Source: an optimization exercise on an open RTL-to-GDS flow (aim: a short achievable clock period and few clock cycles per item). Production flows keep margins and buffers that such runs may drop.
Only simulation tests tie the RTL to the original design; equivalence was not proved.
Power figures rest on the tool's default switching activity, not on a simulated workload.

<file path="config.mk">
export PLATFORM = sky130hd
export DESIGN_NAME = a25_wishbone_master
export DESIGN_NICKNAME = a25_wishbone_master
export VERILOG_FILES = /design/flow/design.v
export SDC_FILE = /design/flow/constraint.sdc
export NUM_CORES = 4
export LEC_CHECK = 0
export ABC_CLOCK_PERIOD_IN_PS = 2200
export CAP_MARGIN = 20
export CORE_MARGIN = 2
export CORE_UTILIZATION = 50
export SETUP_SLACK_MARGIN = 2.6
export SLEW_MARGIN = 20
export SYNTH_HIERARCHICAL = 1
export SYNTH_MINIMUM_KEEP_SIZE = 0
export TNS_END_PERCENT = 100
</file>
<file path="constraint.sdc">
create_clock -name core_clock -period 5.0 [get_ports {i_clk}]
set_input_delay 1.0000 -clock core_clock [delete_from_list [all_inputs] [get_ports {i_clk}]]
set_output_delay 1.0000 -clock core_clock [all_outputs]
set_load 0.01 [all_outputs]
</file>
<file path="design.v">
package a25_wb_pkg;
    typedef enum logic [1:0] {
        IDLE = 2'd0,
        BEAT = 2'd1,
        DONE = 2'd2
    } wb_state_t;
    localparam logic [1:0] P_ICACHE   = 2'd0;
    localparam logic [1:0] P_DCACHE   = 2'd1;
    localparam logic [1:0] P_UNCACHED = 2'd2;
    localparam int unsigned WB_WORDS = 4;
endpackage
import a25_wb_pkg::*;
module a25_wb_beat_mask
(
    input  logic        write,
    input  logic [15:0] be,
    input  logic [1:0]  addr_word,
    input  logic [1:0]  port,
    output logic [3:0]  mask
);
    always_comb begin
        mask = '0;
        if (write) begin
            for (int unsigned k = 0; k < WB_WORDS; k++) begin
                mask[k] = |be[4*k +: 4];
            end
        end else if (port == P_UNCACHED) begin
            mask[addr_word] = 1'b1;
        end else begin
            mask = '1;
        end
    end
endmodule
module a25_wb_accept
(
    input  logic [2:0] valid,
    input  logic       room,
    output logic [2:0] accepted
);
    assign accepted[2] = valid[2] & room;
    assign accepted[1] = valid[1] & ~valid[2] & room;
    assign accepted[0] = valid[0] & ~valid[1] & ~valid[2] & room;
endmodule
import a25_wb_pkg::*;
module a25_wishbone_master
#(
    parameter int unsigned TIMEOUT_CYCLES = 256
) (
    input  logic         i_clk,
    input  logic         i_rst,
    input  logic         i_p0_valid,
    output logic         o_p0_accepted,
    input  logic         i_p0_write,
    input  logic [127:0] i_p0_wdata,
    input  logic [15:0]  i_p0_be,
    input  logic [31:0]  i_p0_addr,
    output logic [127:0] o_p0_rdata,
    output logic         o_p0_rdata_valid,
    input  logic         i_p1_valid,
    output logic         o_p1_accepted,
    input  logic         i_p1_write,
    input  logic [127:0] i_p1_wdata,
    input  logic [15:0]  i_p1_be,
    input  logic [31:0]  i_p1_addr,
    output logic [127:0] o_p1_rdata,
    output logic         o_p1_rdata_valid,
    input  logic         i_p2_valid,
    output logic         o_p2_accepted,
    input  logic         i_p2_write,
    input  logic [127:0] i_p2_wdata,
    input  logic [15:0]  i_p2_be,
    input  logic [31:0]  i_p2_addr,
    output logic [127:0] o_p2_rdata,
    output logic         o_p2_rdata_valid,
    output logic [31:0]  o_wb_adr,
    output logic [3:0]   o_wb_sel,
    output logic         o_wb_we,
    output logic [31:0]  o_wb_dat,
    input  logic [31:0]  i_wb_dat,
    output logic         o_wb_cyc,
    output logic         o_wb_stb,
    input  logic         i_wb_ack,
    input  logic         i_wb_err,
    output logic         o_bus_error
);
    localparam int unsigned QD  = 1;           
    localparam int unsigned QP  = 2;                 
    localparam int unsigned QW  = 3;                 
    localparam int unsigned HCW = 7;                 
    logic unused_cfg;
    function automatic logic [1:0] first_of(input logic [3:0] m);
        first_of = 2'd3;
        if (m[2]) first_of = 2'd2;
        if (m[1]) first_of = 2'd1;
        if (m[0]) first_of = 2'd0;
    endfunction
    assign unused_cfg = ^TIMEOUT_CYCLES;
    logic room_q;    
    logic a0, a1, a2, acc;
    assign a2  = i_p2_valid & room_q;
    assign a1  = i_p1_valid & ~i_p2_valid & room_q;
    assign a0  = i_p0_valid & ~i_p1_valid & ~i_p2_valid & room_q;
    assign acc = (i_p0_valid | i_p1_valid | i_p2_valid) & room_q;
    a25_wb_accept u_accept (
        .valid    ({i_p2_valid, i_p1_valid, i_p0_valid}),
        .room     (room_q),
        .accepted ({o_p2_accepted, o_p1_accepted, o_p0_accepted})
    );
    logic [1:0]   win_port;
    logic         win_write;
    logic [127:0] win_wdata;
    logic [15:0]  win_be;
    logic [31:0]  win_addr;
    always_comb begin
        win_port  = P_ICACHE;
        win_write = i_p0_write;
        win_wdata = i_p0_wdata;
        win_be    = i_p0_be;
        win_addr  = i_p0_addr;
        if (i_p2_valid) begin
            win_port  = P_UNCACHED;
            win_write = i_p2_write;
            win_wdata = i_p2_wdata;
            win_be    = i_p2_be;
            win_addr  = i_p2_addr;
        end else if (i_p1_valid) begin
            win_port  = P_DCACHE;
            win_write = i_p1_write;
            win_wdata = i_p1_wdata;
            win_be    = i_p1_be;
            win_addr  = i_p1_addr;
        end
    end
    logic unused_addr_lsbs;
    assign unused_addr_lsbs = ^win_addr[1:0];
    logic [3:0]  pm [3];
    logic [1:0]  pf [3];
    logic [3:0]  ps [3];
    logic [31:0] pd [3];
    logic [3:0] pn [3];
    always_comb begin
        for (int unsigned k = 0; k < 4; k++) begin
            pn[0][k] = |i_p0_be[4*k +: 4];
            pn[1][k] = |i_p1_be[4*k +: 4];
            pn[2][k] = |i_p2_be[4*k +: 4];
        end
    end
    always_comb begin
        pm[0] = i_p0_write ? pn[0] : 4'hf;
        pm[1] = i_p1_write ? pn[1] : 4'hf;
        pm[2] = i_p2_write ? pn[2] : (4'b0001 << i_p2_addr[3:2]);
    end
    logic [1:0] pw [3];
    always_comb begin
        for (int unsigned p = 0; p < 3; p++) begin
            pf[p] = first_of(pm[p]);
            pw[p] = first_of(pn[p]);
        end
        ps[0] = i_p0_be[{pf[0], 2'b00} +: 4];
        ps[1] = i_p1_be[{pf[1], 2'b00} +: 4];
        ps[2] = i_p2_be[{pf[2], 2'b00} +: 4];
        pd[0] = i_p0_wdata[{pw[0], 5'd0} +: 32];
        pd[1] = i_p1_wdata[{pw[1], 5'd0} +: 32];
        pd[2] = i_p2_wdata[{pw[2], 5'd0} +: 32];
    end
    logic [3:0]  win_mask;
    logic [1:0]  win_first;
    logic [3:0]  win_sel;
    logic [31:0] win_dat;
    always_comb begin
        win_mask  = pm[0];
        win_first = pf[0];
        win_sel   = ps[0];
        win_dat   = pd[0];
        if (i_p2_valid) begin
            win_mask  = pm[2];
            win_first = pf[2];
            win_sel   = ps[2];
            win_dat   = pd[2];
        end else if (i_p1_valid) begin
            win_mask  = pm[1];
            win_first = pf[1];
            win_sel   = ps[1];
            win_dat   = pd[1];
        end
    end
    logic push_any;
    logic [2:0] pnz;
    assign pnz[0] = ~i_p0_write | (|i_p0_be);
    assign pnz[1] = ~i_p1_write | (|i_p1_be);
    assign pnz[2] = ~i_p2_write | (|i_p2_be);
    assign push_any = acc;
    logic win_nz;
    assign win_nz = i_p2_valid ? pnz[2] : (i_p1_valid ? pnz[1] : pnz[0]);
    logic [1:0]    q_port  [QD];
    logic          q_wr    [QD];
    logic [127:0]  q_wdata [QD];
    logic [15:0]   q_be    [QD];
    logic [31:4]   q_addr  [QD];
    logic [3:0]    q_mask  [QD];
    logic [QP-1:0] wp_q, rp_q;
    logic [QW-1:0] cnt_q;
    logic          empty_q;
    logic         cyc_q;
    logic [31:2]  adr_q;
    logic [3:0]   sel_q;
    logic         we_q;
    logic [31:0]  dat_q;
    logic [1:0]   cur_port;
    logic [127:0] cur_wdata;
    logic [15:0]  cur_be;
    logic [3:0]   rem_q;       
    logic         last_q;      
    logic [2:0]   rf_q;        
    logic beat_end, has_next, bus_free, pop, bypass, push_q;
    assign beat_end = cyc_q & (i_wb_ack | i_wb_err);
    assign has_next = ~last_q;
    assign bus_free = ~cyc_q | (beat_end & ~has_next);
    assign pop      = bus_free & ~empty_q;
    assign bypass   = bus_free & empty_q & push_any;
    assign push_q   = push_any & ~bypass;
    function automatic logic [QP-1:0] ptr_inc(input logic [QP-1:0] p);
        ptr_inc = (p == QP'(QD - 1)) ? '0 : p + 1'b1;
    endfunction
    always_ff @(posedge i_clk) begin
        for (int unsigned i = 0; i < QD; i++) begin
            if (room_q && (wp_q == QP'(i))) begin
                q_port[i]  <= win_port;
                q_wr[i]    <= win_write;
                q_wdata[i] <= win_wdata;
                q_be[i]    <= win_be;
                q_addr[i]  <= win_addr[31:4];
                q_mask[i]  <= win_mask;
            end
        end
    end
    logic          q_inc, q_dec;
    logic [QW-1:0] cnt_next;
    logic          empty_next, full_next;
    assign q_inc = push_q & ~pop;
    assign q_dec = pop & ~push_q;
    always_comb begin
        cnt_next   = cnt_q;
        empty_next = (cnt_q == '0);
        full_next  = (cnt_q == QW'(QD));
        if (q_inc) begin
            cnt_next   = cnt_q + 1'b1;
            empty_next = 1'b0;
            full_next  = (cnt_q == QW'(QD - 1));
        end else if (q_dec) begin
            cnt_next   = cnt_q - 1'b1;
            empty_next = (cnt_q == QW'(1));
            full_next  = 1'b0;
        end
    end
    always_ff @(posedge i_clk or posedge i_rst) begin
        if (i_rst) begin
            wp_q    <= '0;
            rp_q    <= '0;
            cnt_q   <= '0;
            empty_q <= 1'b1;
            room_q  <= 1'b0;
        end else begin
            if (push_q) wp_q <= ptr_inc(wp_q);
            if (pop)    rp_q <= ptr_inc(rp_q);
            cnt_q   <= cnt_next;
            empty_q <= empty_next;
            room_q  <= ~full_next;
        end
    end
    logic [1:0]   h_port;
    logic         h_wr;
    logic [127:0] h_wdata;
    logic [15:0]  h_be;
    logic [31:4]  h_addr;
    logic [3:0]   h_mask;
    logic [1:0]   h_word;
    logic [127:0] hq_wdata;
    logic [15:0]  hq_be;
    logic [3:0]   h_sel;
    logic [31:0]  h_dat;
    logic [1:0]   n_word;
    logic [1:0]   q_word;
    always_comb begin
        h_port  = q_port[0];
        h_wr    = q_wr[0];
        h_wdata = q_wdata[0];
        h_be    = q_be[0];
        h_addr  = q_addr[0];
        h_mask  = q_mask[0];
        for (int unsigned i = 1; i < QD; i++) begin
            if (rp_q == QP'(i)) begin
                h_port  = q_port[i];
                h_wr    = q_wr[i];
                h_wdata = q_wdata[i];
                h_be    = q_be[i];
                h_addr  = q_addr[i];
                h_mask  = q_mask[i];
            end
        end
        hq_wdata = h_wdata;
        hq_be    = h_be;
        q_word = first_of(h_mask);
        h_word = q_word;
        h_sel  = h_be[{q_word, 2'b00} +: 4];
        h_dat  = h_wdata[{q_word, 5'd0} +: 32];
        if (empty_q) begin
            h_port  = win_port;
            h_wr    = win_write;
            h_wdata = win_wdata;
            h_be    = win_be;
            h_addr  = win_addr[31:4];
            h_mask  = win_mask;
            h_word  = win_first;
            h_sel   = win_sel;
            h_dat   = win_dat;
        end
    end
    assign n_word = first_of(rem_q);
    logic [3:0] h_rem, n_rem;
    assign h_rem = h_mask & (h_mask - 4'd1);
    assign n_rem = rem_q & (rem_q - 4'd1);
    always_ff @(posedge i_clk or posedge i_rst) begin
        if (i_rst) begin
            cyc_q <= 1'b0;
        end else if (bus_free) begin
            cyc_q <= bypass ? win_nz : (pop & (|h_mask));
        end
    end
    always_ff @(posedge i_clk) begin
        if (bus_free) begin
            adr_q     <= {h_addr, h_word};
            sel_q     <= h_sel;
            dat_q     <= h_dat;
            we_q      <= h_wr;
            cur_port  <= h_port;
            rem_q     <= h_rem;
            last_q    <= (h_rem == '0);
            for (int unsigned p = 0; p < 3; p++) rf_q[p] <= ~h_wr & (h_rem == '0) & (h_port == 2'(p));
        end else if (beat_end && has_next) begin
            adr_q[3:2] <= n_word;
            sel_q      <= nb_be[{n_word, 2'b00} +: 4];
            dat_q      <= nb_wdata[{n_word, 5'd0} +: 32];
            rem_q      <= n_rem;
            last_q     <= (n_rem == '0);
            for (int unsigned p = 0; p < 3; p++) rf_q[p] <= ~we_q & (n_rem == '0) & (cur_port == 2'(p));
        end
    end
    logic          byp_q;
    logic [QP-1:0] byp_slot_q;
    logic [127:0]  bq_wdata, nb_wdata;
    logic [15:0]   bq_be, nb_be;
    always_comb begin
        bq_wdata = q_wdata[0];
        bq_be    = q_be[0];
        for (int unsigned i = 1; i < QD; i++) begin
            if (byp_slot_q == QP'(i)) begin
                bq_wdata = q_wdata[i];
                bq_be    = q_be[i];
            end
        end
    end
    assign nb_wdata = byp_q ? bq_wdata : cur_wdata;
    assign nb_be    = byp_q ? bq_be    : cur_be;
    always_ff @(posedge i_clk or posedge i_rst) begin
        if (i_rst) byp_q <= 1'b0;
        else       byp_q <= bypass;
    end
    always_ff @(posedge i_clk) begin
        byp_slot_q <= wp_q;
        if (byp_q && !last_q) begin
            cur_wdata <= bq_wdata;
            cur_be    <= bq_be;
        end else if (!cyc_q || last_q) begin
            cur_wdata <= hq_wdata;
            cur_be    <= hq_be;
        end
    end
    logic [95:0]  line_q;
    logic [127:0] line_fin;
    logic [31:0]  beat_dat;
    logic         rd_last;
    assign beat_dat = i_wb_err ? '0 : i_wb_dat;
    assign rd_last  = beat_end & (|rf_q);
    always_ff @(posedge i_clk) begin
        for (int unsigned k = 0; k < 3; k++) begin
            if (beat_end && !we_q && (adr_q[3:2] == 2'(k))) line_q[32*k +: 32] <= beat_dat;
        end
    end
    function automatic logic [127:0] place(input logic [31:0] d, input logic [1:0] k);
        place = {(k == 2'd3) ? d : 32'd0, (k == 2'd2) ? d : 32'd0,
                 (k == 2'd1) ? d : 32'd0, (k == 2'd0) ? d : 32'd0};
    endfunction
    always_comb begin
        if (cur_port == P_UNCACHED) line_fin = place(beat_dat, adr_q[3:2]);
        else                        line_fin = {beat_dat, line_q};
    end
    logic [2:0]   rv_q;
    logic [127:0] rdata_q [3];
    logic         bus_error_q;
    logic [HCW-1:0] hcnt_q;
    logic [1:0]   pend_v;
    logic [127:0] pend1_line;     
    logic [31:0]  pend2_dat;      
    logic [1:0]   pend2_word;
    logic         p0_rv_d;
    logic [2:0]   p0_out_q;       
    logic         tok_q;
    logic         engaged, hold_max;
    logic [1:0]   fin_p;          
    logic [1:0]   done_p;         
    logic [1:0]   give;           
    logic         eng_q, hmax_q, fin0;
    logic [2:0]   p0_out_next;
    logic [HCW-1:0] hcnt_next;
    assign engaged  = i_p0_valid | eng_q;
    assign hold_max = hmax_q;
    assign fin0     = beat_end & rf_q[0];
    assign fin_p[0] = beat_end & rf_q[1];
    assign fin_p[1] = beat_end & rf_q[2];
    logic p0_inc, p0_dec, p0_busy_next, hold_on;
    logic [2:0] p0_out_p1, p0_out_m1;
    logic [HCW-1:0] hcnt_p1;
    assign p0_inc    = a0 & ~i_p0_write;
    assign p0_dec    = fin0;
    assign p0_out_p1 = p0_out_q + 3'd1;
    assign p0_out_m1 = p0_out_q - 3'd1;
    always_comb begin
        p0_out_next  = p0_out_q;
        p0_busy_next = (p0_out_q != '0);
        if (p0_inc & ~p0_dec) begin
            p0_out_next  = p0_out_p1;
            p0_busy_next = 1'b1;
        end else if (p0_dec & ~p0_inc) begin
            p0_out_next  = p0_out_m1;
            p0_busy_next = (p0_out_q != 3'd1);
        end
    end
    assign hcnt_p1   = hcnt_q + 1'b1;
    assign hold_on   = (|(done_p & ~give)) & engaged;
    assign hcnt_next = hold_on ? hcnt_p1 : '0;
    assign done_p   = pend_v | fin_p;
    always_comb begin
        give = '0;
        if (!engaged || hold_max) begin
            give = done_p;
        end else if (tok_q) begin
            if (done_p[0]) give[0] = 1'b1;
            else           give[1] = done_p[1];
        end
        give = give | (pend_v & fin_p);
    end
    always_ff @(posedge i_clk or posedge i_rst) begin
        if (i_rst) begin
            rv_q        <= '0;
            rdata_q[0]  <= '0;
            rdata_q[1]  <= '0;
            rdata_q[2]  <= '0;
            bus_error_q <= 1'b0;
            pend_v      <= '0;
            p0_rv_d     <= 1'b0;
            p0_out_q    <= '0;
            tok_q       <= 1'b0;
            hcnt_q      <= '0;
            eng_q       <= 1'b0;
            hmax_q      <= 1'b0;
        end else begin
            p0_rv_d  <= rv_q[0];
            p0_out_q <= p0_out_next;
            eng_q    <= fin0 | rv_q[0] | p0_busy_next;
            hmax_q   <= hold_on & (hcnt_p1 == '1);
            if (a0)         tok_q <= 1'b1;
            else if (|give) tok_q <= 1'b0;
            hcnt_q <= hcnt_next;
            rv_q[0] <= fin0;
            if (fin0) rdata_q[0] <= line_fin;
            for (int unsigned p = 1; p < 3; p++) begin
                rv_q[p] <= give[p-1];
                if (give[p-1]) begin
                    if (!pend_v[p-1])  rdata_q[p] <= line_fin;
                    else if (p == 1)   rdata_q[p] <= pend1_line;
                    else               rdata_q[p] <= place(pend2_dat, pend2_word);
                end
                pend_v[p-1] <= (pend_v[p-1] & ~give[p-1]) | (fin_p[p-1] & (~give[p-1] | pend_v[p-1]));
            end
            if (beat_end && i_wb_err) bus_error_q <= 1'b1;
        end
    end
    always_ff @(posedge i_clk) begin
        if (fin_p[0] && (!give[0] || pend_v[0])) pend1_line <= line_fin;
        if (fin_p[1] && (!give[1] || pend_v[1])) begin
            pend2_dat  <= beat_dat;
            pend2_word <= adr_q[3:2];
        end
    end
    assign o_wb_cyc = cyc_q;
    assign o_wb_stb = cyc_q;
    assign o_wb_adr = {adr_q, 2'b00};
    assign o_wb_sel = sel_q;
    assign o_wb_we  = we_q;
    assign o_wb_dat = dat_q;
    assign o_bus_error = bus_error_q;
    assign o_p0_rdata_valid = rv_q[0];
    assign o_p1_rdata_valid = rv_q[1];
    assign o_p2_rdata_valid = rv_q[2];
    assign o_p0_rdata = rdata_q[0];
    assign o_p1_rdata = rdata_q[1];
    assign o_p2_rdata = rdata_q[2];
endmodule
</file>
<file path="flow/run.sh">
#!/bin/bash
# The standard layout (standard.sh), with three ORFS settings changed:
#  - port buffers are sky130_fd_sc_hd__buf_4 rather than the delay buffer
#    buffer_ports picks by default;
#  - the resizer may swap a cell for one of another footprint
#    (MATCH_CELL_FOOTPRINT=0), so those buffers and the gates can be sized
#    for timing before routing;
#  - the pin placer keeps the valid inputs and accept outputs together
#    (flow/io.tcl, run just before place_pins).
# Everything else, synthesis included, is the standard flow.
set -o pipefail
cp standard.sh standard.sh.txt
bash standard.sh MATCH_CELL_FOOTPRINT=0 "BUFFER_PORTS_ARGS=-buffer_cell sky130_fd_sc_hd__buf_4" "PRE_IO_PLACEMENT_TCL=$PWD/flow/io.tcl" finish > standard.log 2>&1
</file>
<file path="flow/io.tcl">
# Keep the request-valid inputs and the accept outputs next to each other on
# the die's edge: each accept output is a gate of the three valid inputs.
set_io_pin_constraint -group -order -pin_names {i_p2_valid i_p1_valid i_p0_valid o_p0_accepted o_p1_accepted o_p2_accepted}
</file>
<file path="standard.sh">
#!/bin/bash
# synth_recipe.tcl (not shown) runs the flow's synth.tcl, then flattens the netlist and writes it again
# the make line also repeats each setting of config.mk as NAME=value (left out here)
make -C /OpenROAD-flow-scripts/flow DESIGN_CONFIG=/design/flow/config.mk WORK_HOME=/design/flow/orfs CLKGATE_MAP_FILE= SYNTH_SCRIPT=/design/flow/synth_recipe.tcl "${@:-finish}"
</file>
==> flow_metrics.tcl <==
set metrics [dict create \
    synth_area_leaders "edfxtp_1 (38%), dfrtp_1 (21%), mux2i_1 (7.3%)" \
    netlist-cell-type-count 69 \
    power_leakage_nw 26.82 \
    core_area_um2 98130 \
    whs_ns 0.4591 \
    avgSynthCellArea_um2 11.09 \
    final_cell_area_um2 63700 \
    grt_pass1_vias 39260 \
    fin_skew_ns 0.01968 \
    worstPathArrival_ns 1.55 \
    avgRoutedWirePerCell_um 29.15 \
    clkSlewWorstSetupHoldPaths_ns 0.06 \
    rows 115 \
    max_slew_margin_pct 28.97 \
    syn_area_um2 49390 \
    area_growth_pct 28.96 \
    cp-end-kind "output pin" \
    ys.flop_type "edfxtp_1" \
    synth_edf_count 630 \
    grt_overflow 0 \
    cts_inserted_buffers 108 \
    drive_gt1_share_pct 28.16 \
    routed_wl_um 198300 \
    dr.first_iter.drc_count 4431 \
    die_h_um 318.3 \
    grt_pass1_wl_um 275000 \
    cts_tree "built" \
    hpwl_um 130000 \
    htreeDepth 3 \
    ant_nets 0 \
    crit_path_start_kind "primary input" \
    vias 41600 \
    initial_utilization_pct 50.34 \
    grt_setup_unrepaired "yes" \
    grt_usage_pct 36.98 \
    ios 1032 \
    gp_congestion 0.9471 \
    worst_hold_path_type "primary input to asynchronous set/reset pin" \
    cp_max_fo 13 \
    multi_input_area_um2 18800 \
    cts.sinks 1042 \
    place.port_buffers 1019 \
    final-max-slew-violation-count 0 \
    clockBufferDepth 3 \
    nNetsFinal 5991 \
    ir_worst_vdd_v 0.0005971 \
    die_x_um 318.3 \
    cp.required_ns 4.00 \
    synth_area_leader_cell "edfxtp_1" \
    yosys_warnings 20 \
    insertion_delay_ns 0.69 \
    final-seq-area_um2 29250 \
    ys_ff_latch 1042 \
    synth_top_area_share_pct 38.30 \
    worst_pin_slew_ns 1.063 \
    power_density_nw_per_um2 624.2 \
    hold_buffers 0 \
    fill_cells 7984 \
    hold_viol 0 \
    min_period_over_period_pct 51.05 \
    max_freq_mhz 391.8 \
    setup_violations 0 \
    route.detailed.drc 0 \
    placement.cell_area_um2 58250 \
    netlist_instances 4452 \
    viasPerCell 6.117 \
    status "complete, no violations" \
    dieArea_um2 101300 \
    antenna_found_initial 24 \
    total_power_mw 39.76 \
    path_class "primary input to output pin" \
    synthArstFlopShare_pct 39.54 \
    fin_util_pct 64.91 \
    cts_root_buf "clkbuf_16" \
    drt_pass1_iterations 8 \
    grt_max_degree 211 \
    ys_seq_area_share_pct 59.17 \
    period_minus_slack_ns 2.552 \
    max-cap-violations 0 \
]
per-module statistics from Yosys, one instance, submodules excluded:
| module | cells inside | cell area [um^2] | flip-flops and latches |
|---|---|---|---|
| a25_wb_accept | 3 | 30.03 | 0 |
| a25_wishbone_master | 4449 | 49360 | 1042 |
critical path, stage by stage:
cell and delay [ns]:
buf_16 0.13, and4bb_2 0.31, buf_6 0.11
metal layers:
layer | vias up | GRT usage [%] | part of all wire (%)
met3 | 445 | 7.097 | 8.6
li1 | 18380 | - | -
met5 | - | 0 | 0.079
met1 | 20530 | 47.19 | 37
met2 | 2221 | 60.82 | 48
met4 | 20 | 17.83 | 6.1
flip-flops by register name (all words and copies together), names as in the netlist, 4 cells and up:
register / count
q_wdata: 128
q_be: 16
hcnt_q: 7
pend2_dat: 32
q_addr: 28
cur_wdata: 105
dat_q: 32
rdata_q: 384
cur_be: 12
q_mask: 4
line_q: 96
adr_q: 30
sel_q: 4
pend1_line: 128
layout make-up:
cell class | count | share of cell area, %
Clock buffer | 153 | 4.908
Tap cell | 1287 | 2.528
Multi-Input combinational cell | 2916 | 29.52
Antenna cell | 14 | 0.05500
Inverter | 153 | 0.9232
Sequential cell | 1042 | 45.91
Clock inverter | 52 | 0.7876
Timing Repair Buffer | 1184 | 15.37
worst paths after layout:
kind | from | end | slack [ns] | cells past startpoint
max | i_p2_valid | o_p0_accepted | 2.45 | 3
min | i_rst | rdata_q[1][55]$_DFFE_PP0P_ | 0.46 | 2
max reg2reg | empty_q$_DFF_PP1_ | dat_q[4]$_DFFE_PP_ | 2.63 | 7
min reg2reg | bus_error_q$_DFFE_PP0P_ | bus_error_q$_DFFE_PP0P_ | 0.46 | 1
max in group asynchronous | i_rst | byp_q$_DFF_PP0_ | 3.43 | 3
min in group core_clock | bus_error_q$_DFFE_PP0P_ | bus_error_q$_DFFE_PP0P_ | 0.46 | 1
cells in the mapped netlist, types with 7 or more instances:
master    count
buf_4         7
edfxtp_1    630
clkbuf_1    239
o22ai_1      30
mux2_2       29
nand2b_1     11
nand3_1       9
nor3_1        8
nor2_1      322
buf_2        81
o221ai_1    141
o21ai_0     521
nand2_1     586
mux4_2       34
inv_1       150
o21a_1      135
a21oi_1     288
nor4_1       10
a22oi_1      95
a211o_1      13
o221a_2      12
ha_1         16
o22a_1        7
o211ai_1     17
buf_1        27
mux2i_1     361
nor2b_1      35
a211oi_1    122
dfrtp_1     411
a21o_1       10
placed cells by master (no fill, tap or decap), types with 17 or more instances in the layout:
| cell | instances |
|---|---|
| clkbuf_8 | 18 |
| o21ai_0 | 513 |
| dfrtp_1 | 405 |
| edfxtp_1 | 630 |
| buf_12 | 28 |
| clkbuf_16 | 124 |
| o21a_1 | 135 |
| mux2_2 | 29 |
| nand2_1 | 581 |
| nor2_1 | 313 |
| buf_4 | 1100 |
| a211oi_1 | 119 |
| mux4_2 | 34 |
| o22ai_1 | 27 |
| a21oi_1 | 284 |
| buf_6 | 27 |
| nor2b_1 | 33 |
| clkbuf_1 | 24 |
| clkinv_1 | 18 |
| clkinv_2 | 19 |
| a22oi_1 | 85 |
| o211ai_1 | 17 |
| inv_1 | 146 |
| o221ai_1 | 141 |
| mux2i_1 | 357 |
timing repair:
action	CTS	global route
buffers inserted	50	28
endpoints found under the setup margin	820	202
cloned	20	13
pin swaps	19	23
gates resized for setup	76	57
power breakdown:
group          total [mW]  internal [mW]  switching [mW]
combinational        16.0           6.36            9.66
sequential           15.5           13.5            2.05
clock                8.21           4.73            3.48
logic make-up (layout without fill, tap and decap cells):
kind of cell	count (synthesis)	in the layout	synth area share, %
compound gates	1425	1426	18.04
fa+ha+maj	19	21	0.4686
mux	424	424	9.527
buf+inv	511	1542	4.210
other cells	1	16	0.007592
flops	1042	1042	59.17
xor+xnor	12	12	0.2128
simple gates	1018	1031	8.364
stage by stage:
step | std cells | setup TNS, ns | setup slack (ns)
2_1_floorplan | 4453 | -638.22 | -1.553
3_3_place_gp | 6470 | 0 | 1.204
3_5_place_dp | 6470 | 0 | 1.172
4_1_cts | 6745 | 0 | 2.434
5_1_grt | 6799 | 0 | 2.441
6_report | 6801 | 0 | 2.448
Testbench counts, summed over its fixed seeds: cycles 28,069, requests 5,120.

==> afterwards: timing with drivers on the ports <==
How much do the figures lean on ideal ports? The routed layout below was timed once more, with nothing changed but the port constraints. Step 1 sets driving cells, clkbuf_16 on the clock port and buf_2 on the other inputs (assumed; they add their load-dependent delay and slew). Step 2 adds t to the input delays and takes it off the output delays; t is the mean of the earliest and latest rising clock arrival at the registers after step 1. Input paths then give back, and output paths get back, about the clock's delay inside the block. Three values: no drivers, after step 1, after step 2; two values: the first two.
t (ns): 0.762
setup WS [ns]: 2.448 / 2.220 / 1.793
worst hold slack (ns): 0.459 / 0.404 / 0.459
pins driven straight from the clock port: 1
After both steps this run still meets setup and hold. The setup slack of this run moves by -0.228 ns with the drivers and by -0.655 ns with both steps.
